What follows belongs to an exercise in optimizing a design on an open flow for small area; a production flow would make more cautious choices. RTL that was checked went through simulation tests only; none was proved equivalent to the original. No functional check of the RTL was part of runs 7 and 8. Power and IR drop assume default switching activity.

$ cat flow/design.v
module perf_snapshot_unit #(
  parameter int CNT_W = 32
) (
  input  logic             clk,
  input  logic             rst_n,
  input  logic             snap_req,
  input  logic             delta_mode,
  input  logic [CNT_W-1:0] hits,
  input  logic [CNT_W-1:0] misses,
  input  logic [CNT_W-1:0] evictions,
  input  logic [CNT_W-1:0] dirty_evictions,
  input  logic [CNT_W-1:0] predictor_hits,
  input  logic [CNT_W-1:0] predictor_misses,
  input  logic [CNT_W-1:0] stale_events,
  output logic             out_valid,
  input  logic             out_ready,
  output logic [CNT_W-1:0] out_data,
  output logic             out_last,
  output logic [2:0]       out_index,
  output logic             busy,
  output logic [7:0]       drop_count
);
  logic [6:0][CNT_W-1:0] cur, cap, old;
  logic valid_q, first_n, zold, delta_q, accept, xfer, sub_en;
  logic [2:0] idx;
  logic [15:0] seq;
  logic [CNT_W-1:0] a_word, b_word;
  assign cur = {stale_events, predictor_misses, predictor_hits, dirty_evictions,
                evictions, misses, hits};
  assign xfer = valid_q && out_ready;
  assign accept = snap_req && (!valid_q || (idx == 3'd7 && out_ready));
  always_ff @(posedge clk or negedge rst_n) begin
    if (!rst_n) begin
      valid_q <= 1'b0;
      first_n <= 1'b0;
      drop_count <= '0;
    end else begin
      if (accept) begin
        valid_q <= 1'b1;
        first_n <= 1'b1;
      end else begin
        if (xfer && idx == 3'd7) valid_q <= 1'b0;
        if (snap_req && drop_count != 8'hFF) drop_count <= drop_count + 8'd1;
      end
    end
  end
  always_ff @(posedge clk) begin
    if (accept) begin
      cap <= cur;
      old <= cap;
      zold <= !first_n;
      delta_q <= delta_mode;
      seq <= first_n ? seq + 16'd1 : 16'd0;
      idx <= 3'd0;
    end else if (xfer) begin
      idx <= idx + 3'd1;
    end
  end
  assign sub_en = delta_q && !zold;
  logic [7:0] sel;
  always_comb begin
    for (int k = 0; k < 8; k++) sel[k] = idx == 3'(k);
    a_word = {8'hA5, 4'd7, 3'b000, delta_q, seq} & {CNT_W{sel[0]}};
    b_word = '0;
    for (int k = 0; k < 7; k++) begin
      a_word = a_word | (cap[k] & {CNT_W{sel[k+1]}});
      b_word = b_word | (old[k] & {CNT_W{sel[k+1] & sub_en}});
    end
  end
  assign out_valid = valid_q;
  assign busy = valid_q;
  assign out_index = idx;
  assign out_last = valid_q && idx == 3'd7;
  assign out_data = a_word - b_word;
endmodule
$ cat flow/flow/run.sh
#!/bin/bash
# Standard layout with smallest port buffers and a lighter clock tree
# (no dummy loads, clkbuf_8 leaf clusters).
export BUFFER_PORTS_ARGS="-buffer_cell sky130_fd_sc_hd__buf_1"
export CTS_ARGS="-sink_clustering_enable -repair_clock_nets -dont_use_dummy_load -buf_list {sky130_fd_sc_hd__clkbuf_8} -sink_clustering_size 16 -sink_clustering_max_diameter 50"
bash standard.sh > standard.log 2>&1
$ cat flow/standard.sh
#!/bin/bash
# synth_recipe.tcl (not shown) runs the flow's synth.tcl, then flattens the netlist and writes it again
# the make line also repeats each setting of config.mk as NAME=value (left out here)
make -C /OpenROAD-flow-scripts/flow DESIGN_CONFIG=/design/flow/config.mk WORK_HOME=/design/flow/orfs CLKGATE_MAP_FILE= SYNTH_SCRIPT=/design/flow/synth_recipe.tcl "${@:-finish}"
$ cat flow/config.mk
export PLATFORM = sky130hd
export DESIGN_NAME = perf_snapshot_unit
export DESIGN_NICKNAME = perf_snapshot_unit
export VERILOG_FILES = /design/flow/design.v
export SDC_FILE = /design/flow/constraint.sdc
export NUM_CORES = 4
export LEC_CHECK = 0
export CAP_MARGIN = 0
export CORE_MARGIN = 2
export CORE_UTILIZATION = 65
export SLEW_MARGIN = 0
$ cat flow/constraint.sdc
create_clock -name core_clock -period 6.0 [get_ports {clk}]
set_input_delay 1.2000 -clock core_clock [delete_from_list [all_inputs] [get_ports {clk}]]
set_output_delay 1.2000 -clock core_clock [all_outputs]
set_load 0.01 [all_outputs]
==> flow_summary_export.csv, run 1 <==
group,metric,value,unit
sta,final_max_slew_viol_count,0,
drt,drc_errors,0,
floorplan,die_x,176,um
worst_hold_path,worstHoldPathType,"reg -> reg",
clocking,htree_levels,2,
drt,wl_per_cell,25.5,um
drt,via_per_inst,6.61,
worst_setup_path,critPathArrivalTime,4620,ps
worst_setup_path,cp_slowest_cell,"dfxtp_2",
cells_and_area,drive_gt1_frac,0.0905,
place,placed_cells,1793,
global_routing,overflow,0,
drt,first_pass_iters,9,
logic_synthesis,synth_edf_count,466,
floorplan,dieArea,30900,um2
cells_and_area,antenna_cells,0,
clocking,cts_sinks,479,
worst_setup_path,crit_type,"reg -> out",
sta,finalSetupViolCount,0,
logic_synthesis,synth_area_leaders,"edfxtp_1 73%, a222oi_1 3.7%, a22oi_1 3.4%, ha_1 2.5%, dfrtp_1 1.3%",
floorplan,start_util,0.665,
cells_and_area,fill_cells,1853,
power,ir_drop,0.325,mV
global_routing,groute.usage.overall,0.300,
cells_and_area,fin_util,0.746,
job,drv_cap,0,
worst_setup_path,path_common_cell,"a21o_1",
drt,drtIter0Drc,2198,
sta,rsz0062_at_grt,"false",
logic_synthesis,avgSynthCellArea,16.6,um2
logic_synthesis,ys_seq_area_frac,0.746,
sta,clock_skew,51.6,ps
cells_and_area,final_cell_mix,"466 x edfxtp_1, 273 x buf_1, 87 x a22oi_1",
floorplan,ios,275,
clocking,cts_tree,"built",
sta,hold_ws,432,ps
drt,vias,12200,
worst_setup_path,required,4800,ps
floorplan,rows,62,
power,p_leak,0.00687,uW
worst_setup_path,cpPeakStageDelay,400,ps
clocking,cts_root_buf,"clkbuf_8",
logic_synthesis,synth_warnings,1,
global_routing,grt_pass1_vias,11900,
clocking,cts.path.max_buffers,3,
global_routing,grt_start_max_net_pins,115,
drt,drtAntennaViolNets,0,
logic_synthesis,yosys.area.top_type,"edfxtp_1",
worst_setup_path,crit_fanout,15,
floorplan,coreArea,28900,um2
cells_and_area,stdcell_area,21500,um2
clocking,clk_latency,580,ps
cells_and_area,layout_commonest_cell,"edfxtp_1",
sta,fin_crit,5820,ps
worst_setup_path,critPathCaptureType,"output pin",
status,status,"finished clean",
floorplan,die_h,176,um
sta,hold_violations,0,
global_routing,antenna_found_initial,0,
place,gp_congestion,0.925,
place,post_dp_cell_area,20900,um2
place,port_buffers,274,
logic_synthesis,syn_area,19200,um2
logic_synthesis,netlist_instances,1158,
sta,fmax,172,MHz
logic_synthesis,synth.distinct_cells,58,
worst_setup_path,crit_path_start_kind,"flop",
place,dp_hpwl,31300,um
logic_synthesis,async_flop_share,0.0209,
sta,max_slew.worst_pin.slew,922,ps
global_routing,grt_pass1_wl,68800,um
cells_and_area,nNetsFinal,1730,
cells_and_area,area_growth,12.3,%
logic_synthesis,synth_top_area_share,0.729,
logic_synthesis,synth-main-ff-cell,"edfxtp_1",
clocking,cts_made_buffers,39,
clocking,path_clk_slew,100,ps
power,powerDensity,523,nW/um2
logic_synthesis,synth_nets,1427,
worst_setup_path,path_cells,"ha_1 -> ha_2 -> inv_1 -> nor2_4 -> buf_4 -> a22oi_1 -> and4_1 -> ha_1 -> a21o_1 -> a21o_1 -> a21o_1 -> a221o_1 -> a211o_1 -> a21oi_1 -> xnor2_1 -> buf_1",
sta,relSlewSlack,0.384,
logic_synthesis,synth_seq_cells,479,
drt,routed_wl,46900,um
sta,period_share,0.971,
cells_and_area,stdcell_count,1843,
synth_stat cells, drive strengths merged (5+ instances only):
master  instances
a221oi          8
and4            8
mux2i          16
nor2b           8
xnor2          27
mux2            9
a31oi           6
inv            14
nand4           9
nand2          54
clkbuf         49
xor2           20
a22oi          87
and3           34
o21ai          13
edfxtp        466
a221o          21
a21oi          36
o21bai          5
buf            11
nand3          27
dfrtp          10
nor2           34
ha             39
and2            8
a21o           18
a222oi         71
cell type report:
cell class / count / area, um2 / share of cell area
clock buffers: 39 / 537 / 0.0249
repair buffers: 322 / 1440 / 0.0670
well taps: 384 / 480 / 0.0223
flip-flops and latches: 479 / 14300 / 0.664
inverters: 14 / 52.6 / 0.00244
multi-input cells: 605 / 4720 / 0.219
critical path, delay by kind of cell, from the launching register on:
family	cells	cell delay (ps)
AND/OR/NAND/NOR	2	570
XOR/XNOR	1	220
AO/OA/AOI/OAI	7	1440
adder cells (fa/ha/maj)	3	790
flip-flops	1	400
buffers and inverters	3	650
state kept, by name, summed over array words and instances (netlist names):
name,cells
cap,224
old,224
seq,16
drop_count,8
idx,3
delta_q,1
first_n,1
valid_q,1
zold,1
power breakdown:
part           switching, uW  internal [uW]  total (uW)
Clock                    954            584        1540
Sequential               141           3970        4110
Combinational           3540           2060        5600
repair_timing:
action / CTS / global route
endpoints found under the setup margin: 9 / 13
pin swaps: 2 / 8
setup buffers: 1 / 10
gates resized for setup: 4 / 10
hold buffers: 0 / 0
worst paths after layout:
kind | startpoint | endpoint | slack (ps) | cells after the start
hold / removal | cap[215] | old[215] | 430 | 0
setup reg to reg | idx[1] | cap[23] | 3040 | 6
max in group asynchronous | rst_n | drop_count[4] | 4980 | 1
hold reg to reg | cap[215] | old[215] | 430 | 0
min in group asynchronous | rst_n | first_n | 620 | 1
setup / recovery | idx[1] | out_data[31] | 180 | 16
kinds of logic after synthesis:
logic type,count (synthesis),share of synthesized area
DFF,479,0.746
AOI/OAI and AO/OA,292,0.124
and+or+nand+nor,201,0.0539
buffers and inverters,74,0.0148
xor gates and xnor gates,47,0.0215
adders and majority gates,40,0.0265
muxes,25,0.0136
through the flow:
| step | setup WS, ps | TNS [ps] | total power [uW] |
|---|---|---|---|
| finish | 176 | 0 | 11300 |
| global route | 20.8 | 0 | 11800 |
| CTS | 2.84 | 0 | 11100 |
| detailed placement | 451 | 0 | 9600 |
| global placement | 534 | 0 | 9570 |
| floorplan | -2700 | -1236360 | 7750 |
layer usage:
layer	global-route usage	share of wire	vias to the layer above
met5	0	0	-
met4	0.0847	0.023	0
met3	0.0615	0.11	88
met2	0.473	0.47	797
met1	0.435	0.39	5943
li1	-	-	5346
==> run 2: changes to the inputs <==
--- a/flow/config.mk
+++ b/flow/config.mk
@@ -9,3 +9,3 @@
 export CORE_MARGIN = 2
-export CORE_UTILIZATION = 65
+export CORE_UTILIZATION = 55
 export SLEW_MARGIN = 0
==> run 2 against run 1 <==
Net effect:
- still clean
- global-route usage down 3.2 points
- setup slack better by 60 ps
- via count down 1.3%
- count of clock-buffer cells in the layout up 7
- critical path type unchanged
==> flow_summary_export.csv, run 2 <==
group,metric,value,unit
sta,max_slew.worst_pin.slew,1280,ps
power,p_clk_frac,0.147,
worst_hold_path,worstHoldPathType,"reg -> reg",
clocking,cts_made_buffers,46,
cells_and_area,fin_util,0.630,
place,dp_hpwl,32700,um
power,sw_frac_of_total,0.411,
clocking,htree_levels,2,
clocking,path_clk_slew,100,ps
global_routing,grt_pass1_vias,11600,
logic_synthesis,avgSynthCellArea,16.6,um2
worst_setup_path,crit_start,"zold",
cells_and_area,drive_gt1_frac,0.0971,
power,p_leak,0.00691,uW
global_routing,grt_start_max_net_pins,209,
cells_and_area,stdcell_area,21700,um2
global_routing,grt_pass1_wl,71000,um
sta,fmax,173,MHz
logic_synthesis,synth_top_area_share,0.729,
sta,final_max_slew_viol_count,0,
power,ir_drop,0.385,mV
cells_and_area,reg_top3,"cap: 224 flops, old: 224 flops, seq: 16 flops",
worst_setup_path,crit_fanout,18,
place,port_buffers,274,
sta,hold_violations,0,
clocking,clk_latency,630,ps
sta,finalSetupViolCount,0,
drt,first_pass_iters,6,
drt,routed_wl,48900,um
cells_and_area,stdcell_count,1918,
power,combinationalPowerShare,0.492,
logic_synthesis,yosys.area.top_type,"edfxtp_1",
cells_and_area,final_cell_mix,"466 x edfxtp_1, 272 x buf_1, 87 x a22oi_1",
floorplan,dieArea,36400,um2
logic_synthesis,synth_edf_count,466,
sta,clock_skew,62.2,ps
drt,drtIter0Drc,1420,
status,status,"finished clean",
logic_synthesis,synth.distinct_cells,58,
sta,rsz0062_at_grt,"false",
logic_synthesis,synth-main-ff-cell,"edfxtp_1",
logic_synthesis,async_flop_share,0.0209,
floorplan,die_h,191,um
power,total_power,11400,uW
sta,fin_crit,5760,ps
cells_and_area,antenna_cells,0,
logic_synthesis,synth_seq_cells,479,
drt,vias,12000,
worst_setup_path,crit_path_start_kind,"flop",
clocking,cts.path.max_buffers,3,
place,post_dp_cell_area,21000,um2
floorplan,rows,68,
power,seqPwrFrac,0.360,
drt,via_per_inst,6.26,
floorplan,start_util,0.557,
power,powerDensity,527,nW/um2
job,drv_cap,0,
clocking,cts_tree,"built",
clocking,cts_root_buf,"clkbuf_8",
logic_synthesis,ys_seq_area_frac,0.746,
floorplan,coreArea,34500,um2
cells_and_area,area_growth,13.2,%
logic_synthesis,syn_area,19200,um2
drt,drc_errors,0,
sta,relSlewSlack,0.150,
floorplan,die_x,191,um
drt,drtAntennaViolNets,0,
power,p_switching,4700,uW
place,placed_cells,1865,
drt,wl_per_cell,25.5,um
worst_setup_path,reg2reg_from,"idx[1]",
logic_synthesis,netlist_instances,1158,
sta,period_share,0.961,
clocking,cts_sinks,479,
global_routing,antenna_found_initial,0,
logic_synthesis,synth_common_cells,"466 x edfxtp_1, 87 x a22oi_1, 71 x a222oi_1",
floorplan,ios,275,
worst_setup_path,crit_type,"reg -> out",
worst_setup_path,required,4800,ps
worst_setup_path,critPathCaptureType,"output pin",
place,gp_congestion,0.902,
worst_hold_path,hold_start,"cap[111]",
worst_setup_path,critPathArrivalTime,4560,ps
power,p_int,6740,uW
logic_synthesis,synth_nets,1427,
global_routing,groute.usage.overall,0.268,
cells_and_area,layout_commonest_cell,"edfxtp_1",
global_routing,overflow,0,
cells_and_area,nNetsFinal,1734,
logic_synthesis,synth_area_leaders,"edfxtp_1 73%, a222oi_1 3.7%, a22oi_1 3.4%, ha_1 2.5%, dfrtp_1 1.3%",
logic_synthesis,synth.most_common_cell,"edfxtp_1",
logic_synthesis,synth_warnings,1,
run 2: cell count changes in the layout (fill, tap and decap cells not counted), sizes merged:
cell	change
buf	-4
clkbuf	+8
run 2: metal layers:
| layer | GRT usage | share of wire |
|---|---|---|
| met3 | 0.0491 | 0.092 |
| met4 | 0.0951 | 0.029 |
| met2 | 0.411 | 0.45 |
| met5 | 0 | 0 |
| met1 | 0.389 | 0.43 |
run 2: cell families (layout without fill, tap and decap cells):
group	count (synthesis)	count (layout)	share of synthesized area
flops	479	479	0.746
compound gates	292	292	0.124
simple gates	201	201	0.0539
buf+inv	74	379	0.0148
xor+xnor	47	47	0.0215
fa+ha+maj	40	40	0.0265
mux	25	25	0.0136
run 2: power groups by stage:
| stage | logic, uW | registers (uW) | clock network [uW] |
|---|---|---|---|
| global placement | 5500 | 4180 | 0 |
| global route | 6050 | 4150 | 1830 |
| CTS | 5550 | 4120 | 1720 |
| floorplan | 3550 | 4200 | 0 |
| detailed placement | 5480 | 4190 | 0 |
| finish | 5630 | 4120 | 1680 |
run 2: path summary, 6_finish.rpt:
path                                 endpoint  slack [ps]  cells past startpoint
worst max-delay path             out_data[30]         240                     16
worst min-delay path                 old[111]         390                      0
worst max register to register       old[129]        2940                      6
worst min register to register       old[111]         390                      0
max in group asynchronous       drop_count[0]        5060                      1
min in group asynchronous             first_n         540                      1
run 2: critical path, cell delays in order, from the launching register on:
cell and delay, ps:
edfxtp_1 360, nand2b_2 340, nor3b_2 300, buf_4 370
a222oi_1 170, nand3_1 100, ha_2 200, inv_1 60
fa_1 420, a21oi_2 200, o21ai_2 110, a221oi_4 310
o21ai_4 130, a41o_4 320, a2111oi_4 300, nor3_2 90
clkbuf_2 130
run 2: stage by stage:
| stage | setup TNS [ps] | hold WS, ps | setup slack (ps) |
|---|---|---|---|
| final | 0 | 393 | 236 |
| after global routing | 0 | 410 | 4.37 |
| after CTS | 0 | 398 | 34.8 |
| after detailed placement | 0 | 432 | 576 |
| after global placement | 0 | 422 | 674 |
| after floorplan | -1236360 | 420 | -2700 |
run 2: cell type report:
type	instances	area (um2)
repair buffers	319	1430
fillers	2585	12700
multi-input cells	605	4730
flip-flops and latches	479	14300
clock buffers	46	633
well taps	455	569
inverters	14	52.6
run 2: timing repair:
action	4_1_cts	5_1_grt
resized for setup	6	12
hold buffers	0	0
setup endpoints to repair	7	11
buffers inserted	1	6
pin swaps	1	11
==> run 3: changes to the inputs <==
--- a/flow/design.v
+++ b/flow/design.v
@@ -25,2 +25,3 @@
   logic [2:0] idx;
+  logic [7:0] oh;
   logic [15:0] seq;
@@ -54,4 +55,6 @@
       idx <= 3'd0;
+      oh <= 8'd1;
     end else if (xfer) begin
       idx <= idx + 3'd1;
+      oh <= {oh[6:0], oh[7]};
     end
@@ -61,3 +64,3 @@
   always_comb begin
-    for (int k = 0; k < 8; k++) sel[k] = idx == 3'(k);
+    sel = oh;
     a_word = {8'hA5, 4'd7, 3'b000, delta_q, seq} & {CNT_W{sel[0]}};
--- a/flow/config.mk
+++ b/flow/config.mk
@@ -9,3 +9,3 @@
 export CORE_MARGIN = 2
-export CORE_UTILIZATION = 55
+export CORE_UTILIZATION = 65
 export SLEW_MARGIN = 0
==> run 3 against run 2 <==
Net effect:
- register-to-register slack gained 550 ps
- critical path type unchanged
- clock power shrank 5%
- critical path depth shrank 2
- final cell count shrank 4.4%
- final area shrank 2.3%
- setup slack gained 23 ps
- die area shrank 15%
- sequential cell count grew 8
- count of clock-buffer cells in the layout shrank 5
- highest routed layer is now met5
==> flow_summary_export.csv, run 3 <==
group,metric,value,unit
clocking,cts_sinks,487,
logic_synthesis,syn_area,19200,um2
floorplan,die_x,176,um
cells_and_area,antenna_cells,0,
logic_synthesis,synth_area_leaders,"edfxtp_1 73%, a22oi_1 6.1%, ha_1 2.3%, a222oi_1 2.1%, xnor2_1 1.4%",
power,powerDensity,627,nW/um2
sta,fin_crit,5740,ps
worst_hold_path,hold_depth,0,
worst_setup_path,cp_slowest_cell,"edfxtp_1",
logic_synthesis,async_flop_share,0.0205,
power,p_leak,0.00661,uW
drt,first_pass_iters,9,
logic_synthesis,synth-main-ff-cell,"edfxtp_1",
sta,period_share,0.957,
floorplan,rows,62,
sta,rsz0062_at_grt,"true",
floorplan,ios,275,
cells_and_area,drive_gt1_frac,0.0621,
logic_synthesis,synth.most_common_cell,"edfxtp_1",
global_routing,antenna_found_initial,2,
sta,max_slew.worst_pin.slew,1110,ps
logic_synthesis,avgSynthCellArea,16.2,um2
sta,fmax,174,MHz
power,p_switching,5980,uW
clocking,clk_latency,570,ps
drt,via_per_inst,6.64,
sta,finalSetupViolCount,0,
global_routing,groute.usage.overall,0.304,
cells_and_area,stdcell_area,21200,um2
worst_setup_path,crit_path_end,"out_data[31]",
drt,wl_per_cell,25.7,um
worst_setup_path,crit_path_start_kind,"flop",
worst_setup_path,cpPeakStageDelay,400,ps
sta,clock_skew,55.2,ps
logic_synthesis,ys_seq_area_frac,0.754,
power,combinationalPowerShare,0.560,
drt,vias,12200,
logic_synthesis,synth.distinct_cells,55,
floorplan,coreArea,28900,um2
logic_synthesis,netlist_instances,1182,
floorplan,dieArea,30900,um2
worst_setup_path,r2r_slack,3490,ps
power,seqPwrFrac,0.320,
power,p_clk_frac,0.120,
worst_setup_path,critPathArrivalTime,4540,ps
drt,drtAntennaViolNets,0,
clocking,cts.path.max_buffers,3,
worst_setup_path,crit_type,"reg -> out",
cells_and_area,fin_util,0.736,
place,post_dp_cell_area,20700,um2
worst_setup_path,r2r_end,"cap[147]",
place,gp_congestion,0.884,
drt,drc_errors,0,
logic_synthesis,synth_edf_count,466,
clocking,cts_made_buffers,41,
logic_synthesis,synth_top_area_share,0.730,
logic_synthesis,yosys.area.top_type,"edfxtp_1",
sta,hold_violations,0,
logic_synthesis,synth_warnings,1,
clocking,htree_levels,2,
place,dp_hpwl,30300,um
global_routing,grt_start_max_net_pins,190,
cells_and_area,area_growth,10.7,%
worst_setup_path,reg2reg_from,"idx[0]",
worst_setup_path,crit_start,"zold",
worst_setup_path,cp.depth,14,
worst_setup_path,path_cells,"nor2b_2 -> and2_4 -> buf_4 -> a222oi_1 -> and3_1 -> ha_1 -> a21oi_1 -> o21ai_0 -> a221o_1 -> a21o_1 -> a41oi_2 -> o21ai_1 -> xnor2_1 -> buf_1",
clocking,cts_tree,"built",
global_routing,grt_pass1_wl,69500,um
worst_setup_path,required,4800,ps
global_routing,overflow,0,
drt,routed_wl,47200,um
drt,drtIter0Drc,2025,
place,port_buffers,274,
clocking,cts_root_buf,"clkbuf_8",
logic_synthesis,synth_common_cells,"466 x edfxtp_1, 155 x a22oi_1, 60 x clkbuf_1",
status,status,"finished clean",
job,drv_cap,0,
global_routing,grt_pass1_vias,12000,
floorplan,start_util,0.665,
worst_setup_path,path_buf_inv,2,
cells_and_area,final_cell_mix,"466 x edfxtp_1, 274 x buf_1, 155 x a22oi_1",
cells_and_area,layout_commonest_cell,"edfxtp_1",
worst_setup_path,cpLargestDelayFamily,"compound AO/OA/AOI/OAI gates",
clocking,path_clk_slew,100,ps
cells_and_area,nNetsFinal,1717,
cells_and_area,reg_top3,"cap: 224 flops, old: 224 flops, seq: 16 flops",
worst_hold_path,worstHoldPathType,"reg -> reg",
worst_setup_path,critPathCaptureType,"output pin",
sta,hold_ws,441,ps
logic_synthesis,synth_nets,1447,
floorplan,die_h,176,um
worst_setup_path,crit_fanout,18,
power,p_int,7340,uW
logic_synthesis,synth_seq_cells,487,
worst_setup_path,r2r_cells,5,
power,sw_frac_of_total,0.449,
power,ir_drop,0.390,mV
sta,final_max_slew_viol_count,0,
sta,relSlewSlack,0.263,
==> run 3: cell count changes after synthesis, moves of 11 or more <==
cell,delta
a221o_1,-20
a21oi_1,+13
a22oi_1,+68
a222oi_1,-31
mux2i_1,-16
nand3_1,+11
clkbuf_1,+11
nand2_1,-13
nand4_1,+19
==> run 3: power groups by stage <==
stage | clock (uW) | combinational, uW | sequential [uW]
after floorplan | 0 | 4880 | 4270
after global placement | 0 | 7360 | 4320
after detailed placement | 0 | 7360 | 4320
after CTS | 1600 | 7410 | 4250
after global routing | 1720 | 8080 | 4280
final | 1600 | 7460 | 4260
==> run 3: how the worst min path moves through the flow <==
stage	start	end	slack [ps]
6_report	cap[145]	old[145]	440
2_1_floorplan	cap[114]	old[114]	430
5_1_grt	cap[145]	old[145]	440
4_1_cts	cap[145]	old[145]	440
3_3_place_gp	cap[180]	old[180]	430
3_5_place_dp	cap[116]	old[116]	440
==> run 3: through the flow <==
step	TNS (ps)	total power [uW]	worst slack (ps)	cells
after floorplan	0	9150	621	1182
after global placement	0	11700	723	1793
after detailed placement	0	11700	645	1793
after CTS	0	13300	26.8	1834
after global routing	-2.46	14100	-2.46	1834
final	0	13300	258	1834
==> run 3: routing by layer <==
metal,track usage,vias to the layer above,part of all wire
li1,-,5307,-
met1,0.433,5822,0.38
met2,0.478,908,0.46
met3,0.0582,134,0.12
met4,0.107,4,0.035
met5,0,-,0.00057
==> run 3: worst reg2reg max path: cells and delay by family, from the launching register on <==
kind / cells / cell delay, ps
flops: 1 / 380
compound gates: 1 / 180
simple gates: 1 / 310
buf+inv: 1 / 600
fa+ha+maj: 2 / 340
==> run 3: cell families (layout without fill, tap and decap cells) <==
kind of cell,count (synthesis),in the layout,synth area share
fa+ha+maj,36,36,0.0239
simple gates,215,215,0.0588
xor+xnor,52,52,0.0237
compound gates,317,317,0.124
flops,487,487,0.754
mux,1,1,0.000587
buf+inv,74,342,0.0152
==> run 3: cell type report <==
cell class	count	area (um2)
sequential	487	14500
fill	1841	7630
multi-input combinational	621	4450
timing repair buffer	295	1240
clock buffer	41	564
tap	384	480
inverter	6	22.5
==> run 3: timing repair <==
item                                    4_1_cts  5_1_grt
gates resized for setup                       4        4
hold buffers                                  0        0
endpoints found under the setup margin        1       15
buffers inserted                              0        0
==> run 4: changes to the inputs <==
==> flow/flow/run.sh (replaced) <==
#!/bin/bash
# Standard layout with smallest port buffers and a lighter clock tree
# (no dummy loads, clkbuf_8 leaf clusters).
export BUFFER_PORTS_ARGS="-buffer_cell sky130_fd_sc_hd__buf_1"
export CTS_ARGS="-sink_clustering_enable -repair_clock_nets -dont_use_dummy_load -buf_list {sky130_fd_sc_hd__clkbuf_8} -sink_clustering_size 22 -sink_clustering_max_diameter 40"
bash standard.sh > standard.log 2>&1
==> run 4 against run 3 <==
Net effect:
- via count about the same
- utilization up 0.38 points
- first-iteration DRC count up 3.1%
- final area up 0.52%
- hold slack worse by 34 ps
- clock skew up 33 ps
- register-to-register slack worse by 20 ps
- non-clock buffer count unchanged
- global-route usage down 0.060 points
- sequential share of layout area down 0.35 points
- fmax down 0.25%
- setup slack worse by 14 ps
- critical path type unchanged
==> flow_summary_export.csv, run 4 <==
group,metric,value,unit
logic_synthesis,synth.most_common_cell,"edfxtp_1",
global_routing,overflow,0,
sta,tns,0,ps
floorplan,start_util,0.665,
worst_setup_path,cp.depth,14,
floorplan,die_h,176,um
worst_setup_path,r2r_cells,5,
drt,first_pass_iters,9,
logic_synthesis,synth_edf_count,466,
power,powerDensity,631,nW/um2
logic_synthesis,synth_common_cells,"466 x edfxtp_1, 155 x a22oi_1, 60 x clkbuf_1",
logic_synthesis,synth.distinct_cells,55,
worst_setup_path,path_buf_inv,2,
cells_and_area,final_cell_mix,"466 x edfxtp_1, 274 x buf_1, 155 x a22oi_1",
clocking,holdBufCountCts,0,
drt,wl_per_cell,25.5,um
worst_setup_path,crit_fanout,18,
sta,rsz0062_at_grt,"false",
logic_synthesis,synth_seq_cells,487,
floorplan,coreArea,28900,um2
global_routing,grt_pass1_wl,69400,um
place,port_buffers,274,
cells_and_area,layout_commonest_cell,"edfxtp_1",
power,total_power,13500,uW
global_routing,antenna_found_initial,2,
floorplan,dieArea,30900,um2
drt,via_per_inst,6.61,
clocking,htree_levels,2,
clocking,cts_made_buffers,49,
cells_and_area,area_growth,11.3,%
cells_and_area,drive_gt1_frac,0.0672,
logic_synthesis,synth_area_leaders,"edfxtp_1 73%, a22oi_1 6.1%, ha_1 2.3%, a222oi_1 2.1%, xnor2_1 1.4%",
global_routing,groute.usage.overall,0.303,
logic_synthesis,synth_top_area_share,0.730,
worst_setup_path,crit_path_end,"out_data[31]",
logic_synthesis,syn_area,19200,um2
worst_setup_path,cp_slowest_cell,"and2_4",
sta,period_share,0.959,
logic_synthesis,yosys.area.top_type,"edfxtp_1",
global_routing,grt_start_max_net_pins,190,
worst_setup_path,crit_start,"zold",
floorplan,die_x,176,um
worst_setup_path,crit_path_start_kind,"flop",
worst_setup_path,cpLargestDelayFamily,"compound AO/OA/AOI/OAI gates",
power,p_leak,0.00666,uW
logic_synthesis,ys_seq_area_frac,0.754,
worst_setup_path,critPathCaptureType,"output pin",
worst_setup_path,r2r_end,"cap[147]",
place,dp_hpwl,30300,um
cells_and_area,fill_cells,1841,
power,ir_drop,0.389,mV
cells_and_area,reg_top3,"cap: 224 flops, old: 224 flops, seq: 16 flops",
drt,routed_wl,46900,um
worst_setup_path,critPathArrivalTime,4560,ps
sta,hold_violations,0,
sta,relSlewSlack,0.270,
logic_synthesis,avgSynthCellArea,16.2,um2
worst_setup_path,reg2reg_from,"idx[0]",
drt,drtAntennaViolNets,0,
sta,clock_skew,88.1,ps
sta,fmax,174,MHz
worst_setup_path,crit_type,"reg -> out",
logic_synthesis,synth_warnings,1,
drt,vias,12200,
cells_and_area,antenna_cells,0,
worst_setup_path,path_cells,"nor2b_2 -> and2_4 -> buf_4 -> a222oi_1 -> and3_1 -> ha_1 -> a21oi_1 -> o21ai_0 -> a221o_1 -> a21o_1 -> a41oi_2 -> o21ai_1 -> xnor2_1 -> buf_1",
worst_setup_path,required,4800,ps
logic_synthesis,netlist_instances,1182,
status,status,"finished clean",
sta,max_slew.worst_pin.slew,1090,ps
place,gp_congestion,0.884,
worst_hold_path,worstHoldPathType,"reg -> reg",
clocking,cts_sinks,487,
worst_setup_path,r2r_slack,3470,ps
clocking,cts_tree,"built",
clocking,clk_latency,610,ps
floorplan,rows,62,
global_routing,grt_pass1_vias,12100,
clocking,cts_root_buf,"clkbuf_8",
sta,final_max_slew_viol_count,0,
clocking,cts.path.max_buffers,3,
sta,finalSetupViolCount,0,
floorplan,ios,275,
worst_setup_path,cpPeakStageDelay,400,ps
logic_synthesis,async_flop_share,0.0205,
sta,fin_crit,5760,ps
cells_and_area,nNetsFinal,1725,
clocking,path_clk_slew,80,ps
drt,drc_errors,0,
logic_synthesis,synth_nets,1447,
drt,drtIter0Drc,2087,
job,drv_cap,0,
logic_synthesis,synth-main-ff-cell,"edfxtp_1",
## run 4: stage by stage
step                cell area (um2)  std cells  setup WS, ps  hold WS [ps]   util
floorplan                     19200       1182           621           426      -
global placement              20700       1793           723           430  0.716
detailed placement            20700       1793           645           436  0.716
CTS                           21300       1842          30.3           417  0.739
global route                  21300       1842          11.7           423  0.740
finish                        21300       1842           244           408  0.740
## run 4: worst min path at each step
stage / from / slack [ps] / cells after the start / to
after floorplan: cap[114] / 430 / 0 / old[114]
after global placement: cap[180] / 430 / 0 / old[180]
after detailed placement: cap[116] / 440 / 0 / old[116]
after CTS: cap[185] / 420 / 0 / old[185]
after global routing: cap[185] / 420 / 0 / old[185]
final: cap[185] / 410 / 0 / old[185]
## run 4: cell families (layout without fill, tap and decap cells)
| family | count (synthesis) | in the layout | synth area share |
|---|---|---|---|
| flops | 487 | 487 | 0.754 |
| compound gates | 317 | 317 | 0.124 |
| simple gates | 215 | 215 | 0.0588 |
| buf+inv | 74 | 350 | 0.0152 |
| xor+xnor | 52 | 52 | 0.0237 |
| fa+ha+maj | 36 | 36 | 0.0239 |
| mux | 1 | 1 | 0.000587 |
## run 4: cell type report
cell class | count | area, um2 | area share
sequential | 487 | 14500 | 0.678
clock buffer | 49 | 674 | 0.0316
timing repair buffer | 295 | 1240 | 0.0581
multi-input combinational | 621 | 4450 | 0.209
tap | 384 | 480 | 0.0225
inverter | 6 | 22.5 | 0.00106
## run 4: repair_timing
action | 4_1_cts | 5_1_grt
resized for setup | 4 | 4
gates cloned | 0 | 0
buffers inserted | 0 | 0
endpoints found under the setup margin | 1 | 15
## run 4: where the power goes
part           switching [uW]  total [uW]  internal (uW)
Clock                    1000        1730            724
Combinational            4810        7480           2670
Sequential                200        4260           4060
Total                    6010       13500           7460
## run 4: per-layer routing
metal / GRT usage / share of wire / wire (um) / up-vias
li1: - / - / - / 5322
met1: 0.433 / 0.39 / 18300 / 5854
met2: 0.476 / 0.46 / 21700 / 860
met3: 0.0606 / 0.11 / 5360 / 132
met4: 0.105 / 0.034 / 1580 / 4
met5: 0 / 0.00058 / 27 / -
## run 4: worst register-to-register path, delay by kind of cell, from the launching register on
kind / cells / cell delay [ps]
AOI/OAI and AO/OA: 1 / 180
adders and majority gates: 2 / 340
buffers and inverters: 1 / 600
DFF: 1 / 380
and+or+nand+nor: 1 / 310
==> run 5: changes to the inputs <==
==> flow/flow/run.sh (replaced) <==
#!/bin/bash
# Standard layout with smallest port buffers and a lighter clock tree
# (no dummy loads, clkbuf_8 leaf clusters).
export BUFFER_PORTS_ARGS="-buffer_cell sky130_fd_sc_hd__buf_1"
export CTS_ARGS="-sink_clustering_enable -repair_clock_nets -dont_use_dummy_load -buf_list {sky130_fd_sc_hd__clkbuf_8 sky130_fd_sc_hd__clkbuf_16} -sink_clustering_size 24 -sink_clustering_max_diameter 60"
bash standard.sh > standard.log 2>&1
==> run 5 against run 4 <==
Net effect:
- still clean
- combinational power about the same
- synthesized area is the same
- fmax is 0.55% higher
- sequential cell count stayed put
- clock power up 8%
- count of clock-buffer cells in the layout shrank 19
- wire length increased by 0.23%
==> flow_summary_export.csv, run 5 <==
group,metric,value,unit
status,status,"finished clean",
worst_setup_path,cpLargestDelayFamily,"compound AO/OA/AOI/OAI gates",
worst_setup_path,crit_path_start_kind,"flop",
floorplan,ios,275,
floorplan,rows,62,
cells_and_area,fill_cells,1809,
global_routing,antenna_found_initial,2,
logic_synthesis,avgSynthCellArea,16.2,um2
clocking,path_clk_slew,80,ps
clocking,cts_tree,"built",
drt,first_pass_iters,6,
logic_synthesis,synth_top_area_share,0.730,
sta,relSlewSlack,0.209,
cells_and_area,final_cell_mix,"466 x edfxtp_1, 274 x buf_1, 155 x a22oi_1",
floorplan,coreArea,28900,um2
global_routing,grt_pass1_wl,69400,um
worst_setup_path,cpPeakStageDelay,400,ps
power,p_leak,0.00668,uW
clocking,cts.path.max_buffers,3,
floorplan,die_h,176,um
logic_synthesis,ys_seq_area_frac,0.754,
power,seqPwrFrac,0.313,
drt,vias,12100,
sta,clock_skew,37.7,ps
logic_synthesis,synth_edf_count,466,
worst_setup_path,crit_type,"reg -> out",
sta,fmax,175,MHz
logic_synthesis,synth_common_cells,"466 x edfxtp_1, 155 x a22oi_1, 60 x clkbuf_1",
power,p_clk_frac,0.137,
global_routing,groute.usage.overall,0.302,
power,p_switching,5990,uW
sta,rsz0062_at_grt,"false",
global_routing,grt_pass1_vias,11900,
logic_synthesis,synth_nets,1447,
worst_setup_path,cp_slowest_cell,"and2_4",
clocking,clk_latency,570,ps
sta,hold_violations,0,
clocking,cts_root_buf,"clkbuf_16",
logic_synthesis,synth-main-ff-cell,"edfxtp_1",
worst_setup_path,critPathCaptureType,"output pin",
cells_and_area,stdcell_count,1823,
worst_setup_path,crit_fanout,18,
drt,drtIter0Drc,2024,
cells_and_area,nNetsFinal,1706,
logic_synthesis,async_flop_share,0.0205,
clocking,cts_sinks,487,
drt,wl_per_cell,25.8,um
cells_and_area,reg_top3,"cap: 224 flops, old: 224 flops, seq: 16 flops",
cells_and_area,area_growth,11.7,%
cells_and_area,antenna_cells,0,
sta,finalSetupViolCount,0,
logic_synthesis,synth_area_leaders,"edfxtp_1 73%, a22oi_1 6.1%, ha_1 2.3%, a222oi_1 2.1%, xnor2_1 1.4%",
cells_and_area,layout_commonest_cell,"edfxtp_1",
drt,routed_wl,47000,um
place,gp_congestion,0.884,
clocking,cts_made_buffers,30,
place,placed_cells,1793,
logic_synthesis,synth.distinct_cells,55,
floorplan,die_x,176,um
worst_hold_path,worstHoldPathType,"reg -> reg",
floorplan,dieArea,30900,um2
logic_synthesis,syn_area,19200,um2
clocking,htree_levels,1,
drt,drc_errors,0,
sta,max_slew.worst_pin.slew,1190,ps
power,powerDensity,635,nW/um2
logic_synthesis,synth_warnings,1,
logic_synthesis,synth_seq_cells,487,
worst_setup_path,required,4800,ps
global_routing,overflow,0,
drt,via_per_inst,6.64,
drt,drtAntennaViolNets,0,
logic_synthesis,synth.most_common_cell,"edfxtp_1",
sta,fin_crit,5720,ps
worst_setup_path,path_cells,"nor2b_2 -> and2_4 -> buf_4 -> a222oi_1 -> and3_1 -> ha_1 -> a21oi_1 -> o21ai_0 -> a221o_1 -> a21o_1 -> a41oi_2 -> o21ai_1 -> xnor2_1 -> buf_1",
sta,period_share,0.954,
sta,final_max_slew_viol_count,0,
floorplan,start_util,0.665,
power,sw_frac_of_total,0.440,
logic_synthesis,yosys.area.top_type,"edfxtp_1",
place,port_buffers,274,
global_routing,grt_start_max_net_pins,190,
place,dp_hpwl,30300,um
sta,tns,0,ps
cells_and_area,drive_gt1_frac,0.0549,
power,ir_drop,0.404,mV
power,p_int,7610,uW
power,combinationalPowerShare,0.550,
worst_setup_path,critPathArrivalTime,4520,ps
logic_synthesis,netlist_instances,1182,
worst_setup_path,path_buf_inv,2,
job,drv_cap,0,
==> run 5: cell counts after synthesis <==
No cell type changed its count.
==> run 5: cell type report <==
class	instances	area, um2	area share
clock buffers	30	751	0.0351
multi-input cells	621	4450	0.208
repair buffers	295	1240	0.0579
well taps	384	480	0.0224
inverters	6	22.5	0.00105
flip-flops and latches	487	14500	0.676
==> run 5: path summary, 6_finish.rpt <==
kind                       startpoint            end  slack (ps)  depth (start not counted)
hold reg to reg              cap[145]       old[145]         440                          0
setup / recovery                 zold   out_data[31]         280                         14
max in group asynchronous       rst_n        valid_q        5020                          1
min in group asynchronous       rst_n  drop_count[0]         590                          1
hold / removal               cap[145]       old[145]         440                          0
setup reg to reg               idx[0]        cap[15]        3430                          5
==> run 5: power by group through the flow <==
stage	Clock (uW)	Combinational (uW)	Sequential, uW
finish	1860	7480	4260
detailed placement	0	7360	4320
global route	1980	8080	4280
CTS	1880	7410	4250
floorplan	0	4880	4270
global placement	0	7360	4320
==> run 5: stage by stage <==
step | power [uW] | hold WS [ps] | worst slack (ps) | utilization | instance area, um2
6_report | 13600 | 441 | 275 | 0.742 | 21400
5_1_grt | 14300 | 451 | 19.8 | 0.742 | 21400
4_1_cts | 13500 | 444 | 20.2 | 0.742 | 21400
3_5_place_dp | 11700 | 436 | 645 | 0.716 | 20700
3_3_place_gp | 11700 | 430 | 723 | 0.716 | 20700
2_1_floorplan | 9150 | 426 | 621 | - | 19200
==> run 5: cells by family after synthesis <==
kind of cell               synth area share
adders and majority gates            0.0239
muxes                              0.000587
and+or+nand+nor                      0.0588
xor gates and xnor gates             0.0237
DFF                                   0.754
buffers and inverters                0.0152
AOI/OAI and AO/OA                     0.124
==> run 5: timing repair <==
action                     CTS  global route
hold buffers                 0             0
pin swaps                    0             0
setup buffers                0             0
setup endpoints to repair    2            15
resized for setup            4             4
==> run 5: routing by layer <==
layer | GRT usage | vias to the layer above | wire (um)
met2 | 0.477 | 875 | 22000
met3 | 0.0470 | 115 | 5240
met1 | 0.441 | 5826 | 18300
met4 | 0.0954 | 4 | 1480
li1 | - | 5287 | -
met5 | 0 | - | 27
==> run 6: changes to the inputs <==
==> flow/flow/run.sh (replaced) <==
#!/bin/bash
# Standard layout with smallest port buffers and a lighter clock tree
# (no dummy loads, clkbuf_16 leaf clusters).
export BUFFER_PORTS_ARGS="-buffer_cell sky130_fd_sc_hd__buf_1"
export CTS_ARGS="-sink_clustering_enable -repair_clock_nets -dont_use_dummy_load -buf_list {sky130_fd_sc_hd__clkbuf_16} -sink_clustering_size 36 -sink_clustering_max_diameter 70"
bash standard.sh > standard.log 2>&1
==> run 6 against run 5 <==
Net effect:
- via count is 0.31% lower
- combinational power about the same
- critical endpoint is now out_data[17]
- register-to-register slack is essentially flat
- clock power is 12% lower
- fmax down 0.83%
- synthesized area unchanged
- final cell count shrank 0.38%
- total power shrank 1.7%
- final area shrank 0.82%
- sequential cell count unchanged
- hold slack got worse by 15 ps
==> flow_summary_export.csv, run 6 <==
group,metric,value,unit
status,status,"finished clean",
logic_synthesis,synth_common_cells,"466 x edfxtp_1, 155 x a22oi_1, 60 x clkbuf_1",
power,p_int,7420,uW
power,combinationalPowerShare,0.559,
clocking,cts_root_buf,"clkbuf_16",
floorplan,die_h,176,um
logic_synthesis,synth.most_common_cell,"edfxtp_1",
worst_setup_path,path_common_cell,"a21oi_1",
clocking,cts_sinks,487,
logic_synthesis,synth_top_area_share,0.730,
sta,final_max_slew_viol_count,0,
worst_setup_path,cpPeakStageDelay,700,ps
sta,fin_crit,5770,ps
power,p_leak,0.00659,uW
place,gp_congestion,0.884,
floorplan,start_util,0.665,
worst_setup_path,crit_path_start_kind,"flop",
logic_synthesis,ys_seq_area_frac,0.754,
drt,vias,12100,
place,port_buffers,274,
sta,hold_ws,425,ps
logic_synthesis,yosys.area.top_type,"edfxtp_1",
worst_setup_path,cp_slowest_cell,"and2_2",
power,p_switching,5950,uW
clocking,cts_tree,"built",
power,seqPwrFrac,0.319,
worst_setup_path,crit_fanout,22,
drt,routed_wl,46800,um
cells_and_area,layout_commonest_cell,"edfxtp_1",
cells_and_area,drive_gt1_frac,0.0503,
cells_and_area,final_cell_mix,"466 x edfxtp_1, 274 x buf_1, 155 x a22oi_1",
power,p_clk_frac,0.122,
sta,max_slew.worst_pin.slew,1120,ps
logic_synthesis,synth_area_leaders,"edfxtp_1 73%, a22oi_1 6.1%, ha_1 2.3%, a222oi_1 2.1%, xnor2_1 1.4%",
sta,period_share,0.962,
worst_setup_path,crit_type,"reg -> out",
sta,relSlewSlack,0.251,
global_routing,groute.usage.overall,0.301,
job,drv_cap,0,
sta,rsz0062_at_grt,"false",
floorplan,rows,62,
global_routing,grt_pass1_wl,69200,um
clocking,path_clk_slew,120,ps
clocking,holdBufCountCts,0,
power,sw_frac_of_total,0.445,
logic_synthesis,syn_area,19200,um2
cells_and_area,antenna_cells,0,
cells_and_area,reg_top3,"cap: 224 flops, old: 224 flops, seq: 16 flops",
clocking,clk_latency,580,ps
sta,tns,0,ps
global_routing,grt_pass1_vias,12000,
worst_setup_path,critPathCaptureType,"output pin",
floorplan,die_x,176,um
floorplan,dieArea,30900,um2
worst_setup_path,required,4800,ps
drt,via_per_inst,6.65,
sta,setup_slack,227,ps
drt,drtIter0Drc,2109,
drt,first_pass_iters,8,
worst_hold_path,worstHoldPathType,"reg -> reg",
logic_synthesis,synth_seq_cells,487,
clocking,cts_made_buffers,23,
logic_synthesis,synth_edf_count,466,
cells_and_area,area_growth,10.7,%
floorplan,coreArea,28900,um2
logic_synthesis,async_flop_share,0.0205,
logic_synthesis,synth-main-ff-cell,"edfxtp_1",
logic_synthesis,synth.distinct_cells,55,
worst_setup_path,critPathArrivalTime,4570,ps
place,post_dp_cell_area,20700,um2
logic_synthesis,avgSynthCellArea,16.2,um2
drt,drc_errors,0,
place,dpl_worst_slack,645,ps
place,dp_hpwl,30300,um
drt,drtAntennaViolNets,0,
sta,clock_skew,81.9,ps
worst_setup_path,path_cells,"and2_2 -> a22oi_1 -> and3_1 -> ha_1 -> a21oi_1 -> nand2_1 -> o22ai_2 -> o221ai_2 -> a21oi_1 -> o21ai_1 -> xor2_1 -> buf_1",
logic_synthesis,synth_warnings,1,
logic_synthesis,synth_nets,1447,
global_routing,grt_start_max_net_pins,190,
sta,finalSetupViolCount,0,
cells_and_area,stdcell_area,21200,um2
power,ir_drop,0.560,mV
logic_synthesis,netlist_instances,1182,
global_routing,overflow,0,
sta,hold_violations,0,
power,powerDensity,629,nW/um2
sta,fmax,173,MHz
cells_and_area,nNetsFinal,1699,
global_routing,antenna_found_initial,2,
floorplan,ios,275,
clocking,htree_levels,1,
drt,wl_per_cell,25.8,um
clocking,cts.path.max_buffers,3,
## run 6: cell types whose count changed in the layout (fill, tap and decap cells not counted), sizes merged
| cell | previous run | this run |
|---|---|---|
| clkbuf | 30 | 23 |
## run 6: path summary, 6_finish.rpt
check                      startpoint             to  slack [ps]  depth (start not counted)
setup / recovery                oh[6]   out_data[17]         230                         12
hold / removal               cap[150]       old[150]         430                          0
setup reg to reg               idx[0]       old[115]        3420                          5
hold reg to reg              cap[150]       old[150]         430                          0
max in group asynchronous       rst_n  drop_count[0]        4990                          1
min in group asynchronous       rst_n        first_n         580                          1
## run 6: power by group through the flow
stage | Clock [uW] | Combinational [uW] | Sequential, uW
3_5_place_dp | 0 | 7360 | 4320
3_3_place_gp | 0 | 7360 | 4320
4_1_cts | 1640 | 7410 | 4250
6_report | 1630 | 7470 | 4260
2_1_floorplan | 0 | 4880 | 4270
5_1_grt | 1740 | 8110 | 4280
## run 6: per-layer routing
layer,track usage,vias to the layer above,part of all wire
met3,0.0556,118,0.11
met1,0.430,5803,0.38
met2,0.479,868,0.47
li1,-,5276,-
met4,0.0978,4,0.033
met5,0,-,0.00058
## run 6: repair_timing
item / 4_1_cts / 5_1_grt
gates resized for setup: 0 / 7
setup endpoints to repair: 0 / 16
setup buffers: 0 / 0
endpoints found under the hold margin: 0 / 0
## run 6: final cells by class
class	instances	area, um2
Sequential cell	487	14500
Fill cell	1824	7620
Multi-Input combinational cell	621	4450
Timing Repair Buffer	295	1240
Clock buffer	23	576
Tap cell	384	480
Inverter	6	22.5
## run 6: cells by family (layout without fill, tap and decap cells)
kind of cell / count (synthesis) / after routing / share of synthesized area
flops: 487 / 487 / 0.754
compound gates: 317 / 317 / 0.124
simple gates: 215 / 215 / 0.0588
buf+inv: 74 / 324 / 0.0152
xor+xnor: 52 / 52 / 0.0237
fa+ha+maj: 36 / 36 / 0.0239
mux: 1 / 1 / 0.000587
## run 6: worst max-delay path: cells and delay by family, from the launching register on
kind	cells	cell delay [ps]
flops	1	650
xor+xnor	1	340
compound gates	6	1460
fa+ha+maj	1	320
simple gates	3	1060
buf+inv	1	200
## run 6: stage by stage
stage / power [uW] / cells / util
after floorplan: 9150 / 1182 / -
after global placement: 11700 / 1793 / 0.716
after detailed placement: 11700 / 1793 / 0.716
after CTS: 13300 / 1816 / 0.736
after global routing: 14100 / 1816 / 0.736
final: 13400 / 1816 / 0.736
==> run 7: changes to the inputs <==
--- a/flow/design.v
+++ b/flow/design.v
@@ -24,4 +24,3 @@
   logic valid_q, first_n, zold, delta_q, accept, xfer, sub_en;
-  logic [2:0] idx;
-  logic [7:0] oh;
+  logic [7:0] oh;   
   logic [15:0] seq;
@@ -31,3 +30,3 @@
   assign xfer = valid_q && out_ready;
-  assign accept = snap_req && (!valid_q || (idx == 3'd7 && out_ready));
+  assign accept = snap_req && (!valid_q || (oh[7] && out_ready));
   always_ff @(posedge clk or negedge rst_n) begin
@@ -42,3 +41,3 @@
       end else begin
-        if (xfer && idx == 3'd7) valid_q <= 1'b0;
+        if (xfer && oh[7]) valid_q <= 1'b0;
         if (snap_req && drop_count != 8'hFF) drop_count <= drop_count + 8'd1;
@@ -54,6 +53,4 @@
       seq <= first_n ? seq + 16'd1 : 16'd0;
-      idx <= 3'd0;
       oh <= 8'd1;
     end else if (xfer) begin
-      idx <= idx + 3'd1;
       oh <= {oh[6:0], oh[7]};
@@ -74,4 +71,5 @@
   assign busy = valid_q;
-  assign out_index = idx;
-  assign out_last = valid_q && idx == 3'd7;
+  assign out_index = {oh[4] | oh[5] | oh[6] | oh[7], oh[2] | oh[3] | oh[6] | oh[7],
+                     oh[1] | oh[3] | oh[5] | oh[7]};
+  assign out_last = valid_q && oh[7];
   assign out_data = a_word - b_word;
==> flow/flow/run.sh (replaced) <==
#!/bin/bash
# Standard layout with smallest port buffers and a lighter clock tree
# (no dummy loads, clkbuf_8 leaf clusters).
export BUFFER_PORTS_ARGS="-buffer_cell sky130_fd_sc_hd__buf_1"
export CTS_ARGS="-sink_clustering_enable -repair_clock_nets -dont_use_dummy_load -buf_list {sky130_fd_sc_hd__clkbuf_8} -sink_clustering_size 16 -sink_clustering_max_diameter 50"
bash standard.sh > standard.log 2>&1
==> run 7 against run 6 <==
Net effect:
- final area grew 0.79%
- wire length grew 2.4%
- fmax shrank 0.14%
- hold slack gained 14 ps
- combinational power shrank 27%
- sequential power grew 7.3%
==> flow_summary_export.csv, run 7 <==
group,metric,value,unit
sta,relSlewSlack,0.529,
floorplan,ios,275,
logic_synthesis,synth.distinct_cells,65,
cells_and_area,final_cell_mix,"466 x edfxtp_1, 274 x buf_1, 155 x a22oi_1",
logic_synthesis,synth_mux_area_frac,0.00110,
clocking,cts_made_buffers,43,
logic_synthesis,avgSynthCellArea,15.9,um2
global_routing,grt_pass1_vias,12100,
worst_hold_path,worstHoldPathType,"reg -> reg",
sta,hold_violations,0,
drt,drc_errors,0,
clocking,cts_sinks,484,
logic_synthesis,synth-main-ff-cell,"edfxtp_1",
place,gp_congestion,0.904,
logic_synthesis,async_flop_share,0.0207,
place,port_buffers,274,
logic_synthesis,synth_seq_cells,484,
clocking,cts.path.max_buffers,3,
drt,via_per_inst,6.66,
worst_setup_path,path_buf_inv,2,
global_routing,grt_pass1_wl,70500,um
drt,wl_per_cell,25.6,um
place,placed_cells,1834,
power,total_power,11700,uW
clocking,htree_levels,2,
sta,fmax,173,MHz
cells_and_area,area_growth,11.1,%
place,dp_hpwl,32000,um
clocking,clk_latency,590,ps
cells_and_area,nNetsFinal,1752,
floorplan,die_x,176,um
floorplan,coreArea,29400,um2
cells_and_area,layout_commonest_cell,"edfxtp_1",
clocking,cts_root_buf,"clkbuf_8",
worst_setup_path,cpLargestDelayFamily,"simple AND/OR/NAND/NOR gates",
clocking,holdBufCountCts,0,
cells_and_area,stdcell_count,1878,
worst_setup_path,crit_type,"reg -> out",
sta,clock_skew,73.5,ps
status,status,"finished clean",
logic_synthesis,synth_compound_area_frac,0.130,
worst_setup_path,path_cells,"nor2b_1 -> and2_1 -> buf_4 -> a222oi_1 -> and3_1 -> ha_1 -> nand2_1 -> or4_1 -> o211ai_2 -> a41oi_1 -> xnor2_1 -> buf_1",
logic_synthesis,synth_top_family_by_area,"compound AO/OA/AOI/OAI gates",
logic_synthesis,syn_area,19300,um2
place,post_dp_cell_area,20800,um2
power,powerDensity,545,nW/um2
global_routing,grt_start_max_net_pins,141,
floorplan,start_util,0.655,
clocking,cts_tree,"built",
drt,routed_wl,48000,um
worst_setup_path,crit_path_start_kind,"flop",
logic_synthesis,synth_nets,1476,
floorplan,die_h,176,um
cells_and_area,multi_input_area,4540,um2
drt,first_pass_iters,6,
logic_synthesis,yosys.area_share.simple,0.0602,
cells_and_area,reg_top3,"cap: 224 flops, old: 224 flops, seq: 16 flops",
logic_synthesis,synth.most_common_cell,"edfxtp_1",
drt,vias,12500,
sta,finalSetupViolCount,0,
power,ir_drop,0.348,mV
floorplan,dieArea,31000,um2
worst_setup_path,critPathArrivalTime,4580,ps
logic_synthesis,synth-adder-area-share,0.0225,
global_routing,overflow,0,
sta,final_max_slew_viol_count,0,
sta,period_share,0.963,
sta,tns,0,ps
cells_and_area,drive_gt1_frac,0.0639,
logic_synthesis,synth_warnings,1,
logic_synthesis,ys_seq_area_frac,0.747,
worst_setup_path,crit_fanout,18,
sta,max_slew.worst_pin.slew,706,ps
global_routing,antenna_found_initial,0,
global_routing,groute.usage.overall,0.306,
logic_synthesis,synth_edf_count,466,
job,drv_cap,0,
sta,fin_crit,5780,ps
drt,drtIter0Drc,1839,
floorplan,rows,63,
logic_synthesis,yosys.area.top_type,"edfxtp_1",
logic_synthesis,synth_top_area_share,0.726,
worst_setup_path,required,4800,ps
logic_synthesis,synth_area_leaders,"edfxtp_1 73%, a22oi_1 6.0%, ha_1 2.1%, a222oi_1 2.1%, dfrtp_1 1.3%",
cells_and_area,stdcell_area,21400,um2
sta,hold_ws,439,ps
clocking,path_clk_slew,100,ps
clocking,postCtsSetupRepairBufs,0,
power,p_leak,0.00662,uW
worst_setup_path,cpPeakStageDelay,580,ps
drt,drtAntennaViolNets,0,
logic_synthesis,synth-xor-area-share,0.0209,
worst_setup_path,cp_slowest_cell,"or4_1",
logic_synthesis,synth_common_cells,"466 x edfxtp_1, 155 x a22oi_1, 64 x clkbuf_1",
logic_synthesis,netlist_instances,1213,
worst_setup_path,critPathCaptureType,"output pin",
sta,rsz0062_at_grt,"false",
cells_and_area,fill_cells,1923,
cells_and_area,seq_area,14400,um2
clocking,cts-resized-gates,0,
[run 7: cell type report]
class	instances	area share
Clock buffer	43	0.0276
Antenna cell	1	0.000117
Multi-Input combinational cell	640	0.212
Sequential cell	484	0.673
Timing Repair Buffer	306	0.0616
Inverter	14	0.00245
Tap cell	390	0.0228
[run 7: metal layers]
layer	share of wire	track usage	vias up	routed length [um]
li1	-	-	5475	-
met1	0.37	0.424	6114	17600
met2	0.49	0.506	814	23500
met3	0.11	0.0450	113	5280
met4	0.033	0.106	0	1600
met5	0	0	-	0
[run 7: cell families (layout without fill, tap and decap cells)]
family	after synthesis	count (layout)
AO/OA/AOI/OAI	335	335
XOR/XNOR	46	46
adder cells (fa/ha/maj)	34	34
buffers and inverters	89	363
flip-flops	484	484
multiplexers	2	2
other	0	1
AND/OR/NAND/NOR	223	223
[run 7: worst reg2reg max path: stages (launching register included)]
cell      delay, ps
dfrtp_1         540
a21boi_4        240
nor2_4          200
buf_12          420
buf_12          600
[run 7: worst paths after layout]
kind	endpoint	slack (ps)	from	cells after the start
min in group asynchronous	valid_q	570	rst_n	1
setup reg to reg	cap[200]	3510	valid_q	4
hold reg to reg	old[43]	440	cap[43]	0
max in group asynchronous	drop_count[7]	4990	rst_n	1
setup / recovery	out_data[29]	220	delta_q	12
hold / removal	old[43]	440	cap[43]	0
[run 7: power by group]
part	switching, uW	leakage [uW]	internal, uW
registers	289	0.00441	4280
logic	3630	0.00190	1840
clock network	976	0.000309	640
total	4900	0.00662	6770
[run 7: through the flow]
step	setup WS, ps	util
after global routing	4.08	0.728
final	219	0.728
after global placement	785	0.708
after detailed placement	661	0.708
after floorplan	-2750	-
after CTS	33.4	0.728
==> run 8: changes to the inputs <==
--- a/flow/design.v
+++ b/flow/design.v
@@ -23,3 +23,3 @@
   logic [6:0][CNT_W-1:0] cur, cap, old;
-  logic valid_q, first_n, zold, delta_q, accept, xfer, sub_en;
+  logic valid_q, first_n, sub_en, delta_q, accept, xfer;
   logic [7:0] oh;   
@@ -50,3 +50,3 @@
       old <= cap;
-      zold <= !first_n;
+      sub_en <= delta_mode && first_n;
       delta_q <= delta_mode;
@@ -58,3 +58,2 @@
   end
-  assign sub_en = delta_q && !zold;
   logic [7:0] sel;
==> run 8 against run 7 <==
Net effect:
- synthesized cell count fell by 0.49%
- clock power fell by 3%
- wire length fell by 0.92%
- synthesized area rose by 0.33%
- sequential cell count did not move
- largest power group unchanged
- fmax fell by 1.8%
- non-clock buffer count fell by 9
- clock skew barely moved
- count of clock-buffer cells in the layout fell by 2
- register-to-register slack got worse by 430 ps
- global-route usage barely moved
==> flow_summary_export.csv, run 8 <==
group,metric,value,unit
place,gp_congestion,0.920,
cells_and_area,antenna_cells,0,
cells_and_area,stdcell_count,1867,
sta,rsz0062_at_grt,"false",
floorplan,coreArea,29500,um2
floorplan,rows,63,
logic_synthesis,avgSynthCellArea,16.0,um2
clocking,cts_tree,"built",
logic_synthesis,netlist_instances,1207,
sta,finalSetupViolCount,0,
floorplan,die_h,176,um
worst_hold_path,worstHoldPathType,"reg -> reg",
clocking,cts.path.max_buffers,3,
drt,via_per_inst,6.55,
worst_setup_path,cpPeakStageDelay,620,ps
power,p_switching,5350,uW
worst_setup_path,path_cells,"and2_2 -> buf_4 -> a22oi_1 -> and4_1 -> ha_1 -> nand2_2 -> o211a_1 -> o31a_1 -> a211oi_1 -> nor2_1 -> a311oi_2 -> buf_1",
logic_synthesis,synth_nets,1470,
worst_setup_path,required,4800,ps
logic_synthesis,synth_edf_count,466,
power,p_int,7130,uW
worst_hold_path,hold_start,"cap[54]",
worst_setup_path,crit_type,"reg -> out",
logic_synthesis,synth_top_family_by_area,"compound AO/OA/AOI/OAI gates",
sta,max_slew.worst_pin.slew,1240,ps
power,sw_frac_of_total,0.428,
worst_setup_path,crit_path_start_kind,"flop",
sta,hold_ws,399,ps
clocking,holdBufCountCts,0,
floorplan,start_util,0.656,
sta,clock_skew,73.1,ps
worst_setup_path,r2r_end,"cap[52]",
sta,fin_crit,5880,ps
logic_synthesis,ys_seq_area_frac,0.745,
cells_and_area,fin_util,0.726,
power,p_leak,0.00662,uW
logic_synthesis,synth_mux_area_frac,0.00110,
clocking,htree_levels,2,
worst_setup_path,r2r_cells,4,
logic_synthesis,synth.distinct_cells,69,
cells_and_area,reg_top3,"cap: 224 flops, old: 224 flops, seq: 16 flops",
clocking,cts-resized-gates,0,
drt,routed_wl,47500,um
global_routing,antenna_found_initial,0,
logic_synthesis,synth_common_cells,"466 x edfxtp_1, 187 x a22oi_1, 68 x nand2_1",
place,dpl_worst_slack,871,ps
power,combinationalPowerShare,0.505,
drt,wl_per_cell,25.5,um
place,dp_hpwl,31000,um
logic_synthesis,yosys.area.top_type,"edfxtp_1",
drt,first_pass_iters,6,
power,seqPwrFrac,0.369,
drt,drc_errors,0,
clocking,path_clk_slew,90,ps
cells_and_area,seq_area,14400,um2
logic_synthesis,synth-main-ff-cell,"edfxtp_1",
clocking,cts_made_buffers,41,
cells_and_area,final_cell_mix,"466 x edfxtp_1, 274 x buf_1, 187 x a22oi_1",
global_routing,grt_start_max_net_pins,221,
clocking,clk_latency,590,ps
global_routing,grt_pass1_vias,11800,
sta,fmax,170,MHz
cells_and_area,fill_cells,1956,
logic_synthesis,synth_area_leaders,"edfxtp_1 72%, a22oi_1 7.3%, ha_1 2.1%, and4_1 1.4%, xnor2_1 1.4%",
sta,setup_slack,116,ps
worst_setup_path,reg2reg_from,"oh[7]",
worst_hold_path,min_delay_worst_endpoint,"old[54]",
clocking,cts_sinks,484,
worst_setup_path,critPathArrivalTime,4680,ps
cells_and_area,layout_commonest_cell,"edfxtp_1",
logic_synthesis,synth-adder-area-share,0.0224,
logic_synthesis,synth_compound_area_frac,0.127,
worst_hold_path,hold_depth,0,
place,port_buffers,274,
logic_synthesis,synth_top_area_share,0.724,
power,powerDensity,583,nW/um2
worst_setup_path,critPathCaptureType,"output pin",
floorplan,ios,275,
cells_and_area,nNetsFinal,1742,
job,drv_cap,0,
cells_and_area,stdcell_area,21400,um2
power,ir_drop,0.293,mV
sta,final_max_slew_viol_count,0,
logic_synthesis,synth-xor-area-share,0.0217,
worst_setup_path,r2r_slack,3080,ps
clocking,cts_root_buf,"clkbuf_8",
place,placed_cells,1826,
drt,drtIter0Drc,1760,
cells_and_area,area_growth,10.7,%
logic_synthesis,yosys.area_share.simple,0.0676,
logic_synthesis,syn_area,19300,um2
power,p_clk_frac,0.126,
logic_synthesis,synth_warnings,1,
floorplan,dieArea,31100,um2
worst_setup_path,crit_fanout,19,
drt,drtAntennaViolNets,0,
logic_synthesis,synth.most_common_cell,"edfxtp_1",
clocking,postCtsSetupRepairBufs,0,
sta,hold_violations,0,
cells_and_area,multi_input_area,4670,um2
global_routing,groute.usage.overall,0.306,
floorplan,die_x,176,um
global_routing,overflow,0,
sta,relSlewSlack,0.174,
status,status,"finished clean",
place,post_dp_cell_area,20800,um2
global_routing,grt_pass1_wl,69700,um
sta,period_share,0.981,
cells_and_area,drive_gt1_frac,0.0691,
logic_synthesis,async_flop_share,0.0207,
logic_synthesis,synth_seq_cells,484,
drt,vias,12200,
worst_setup_path,cp_slowest_cell,"and2_2",
[run 8: worst max-delay path by stage]
stage	startpoint	to	slack, ps	depth (start not counted)
3_5_place_dp	oh[7]	out_data[26]	870	12
5_1_grt	oh[4]	out_data[28]	9	14
4_1_cts	oh[7]	out_data[26]	220	12
6_report	oh[7]	out_data[26]	120	12
3_3_place_gp	oh[7]	out_data[26]	890	12
2_1_floorplan	out_ready	first_n	-2820	4
[run 8: critical path: cells and delay by family (launching register included)]
family	cells	cell delay [ps]
AO/OA/AOI/OAI	5	1410
AND/OR/NAND/NOR	4	1090
buffers and inverters	2	570
flip-flops	1	570
adder cells (fa/ha/maj)	1	440
[run 8: layout make-up]
cell class	count	share of cell area
repair buffers	297	0.0584
flip-flops and latches	484	0.673
inverters	6	0.00105
well taps	390	0.0228
multi-input cells	649	0.218
clock buffers	41	0.0264
[run 8: per-stage QoR]
step	setup TNS [ps]	power, uW
after floorplan	-1298170	8730
after global placement	0	10800
after detailed placement	0	10900
after CTS	0	12400
after global routing	0	13100
final	0	12500
[run 8: per-layer routing]
layer / track usage / part of all wire / vias up
met1: 0.452 / 0.40 / 5916
met2: 0.471 / 0.46 / 824
met3: 0.0500 / 0.11 / 105
met4: 0.106 / 0.029 / 0
met5: 0 / 0 / -
li1: - / - / 5392
[run 8: power groups by stage]
stage	sequential, uW	combinational (uW)	clock, uW
CTS	4600	6230	1600
detailed placement	4670	6200	0
floorplan	4590	4130	0
global route	4650	6760	1700
global placement	4660	6170	0
finish	4610	6300	1570
[run 8: logic make-up (layout without fill, tap and decap cells)]
family	count (synthesis)	after routing
simple gates	236	236
fa+ha+maj	34	34
flops	484	484
xor+xnor	48	48
buf+inv	74	344
mux	2	2
compound gates	329	329

port drivers added, routing unchanged:
Ports are ideal in the flow. The routed layouts listed here were re-timed in OpenROAD.
Step 1 (the two cells are an assumption about what drives the block):
set clk [get_ports {clk}]
set_driving_cell -lib_cell sky130_fd_sc_hd__clkbuf_16 $clk
set_driving_cell -lib_cell sky130_fd_sc_hd__buf_2 [delete_from_list [all_inputs] $clk]
Step 2, shift: input delay + t, output delay - t, t = (earliest + latest rising clock arrival at the registers) / 2. This alone moves slack from input paths to output paths.
a / b / c = ideal / step 1 / step 2; a / b = the first two.
run | shift t [ns] | setup WS [ns] | worst data-port slew with drivers (ns)
run 1 | 0.601 | 0.176 / 0.126 / 0.727 | 0.05
run 2 | 0.648 | 0.236 / 0.188 / 0.836 | 0.04
run 3 | 0.599 | 0.258 / 0.211 / 0.810 | 0.07
run 4 | 0.613 | 0.244 / 0.200 / 0.813 | 0.07
run 5 | 0.609 | 0.275 / 0.221 / 0.830 | 0.07
run 6 | 0.588 | 0.227 / 0.175 / 0.763 | 0.07
run 7 | 0.599 | 0.219 / 0.170 / 0.769 | 0.09
run 8 | 0.613 | 0.116 / 0.066 / 0.679 | 0.06
After both steps setup and hold are still met in every run listed.
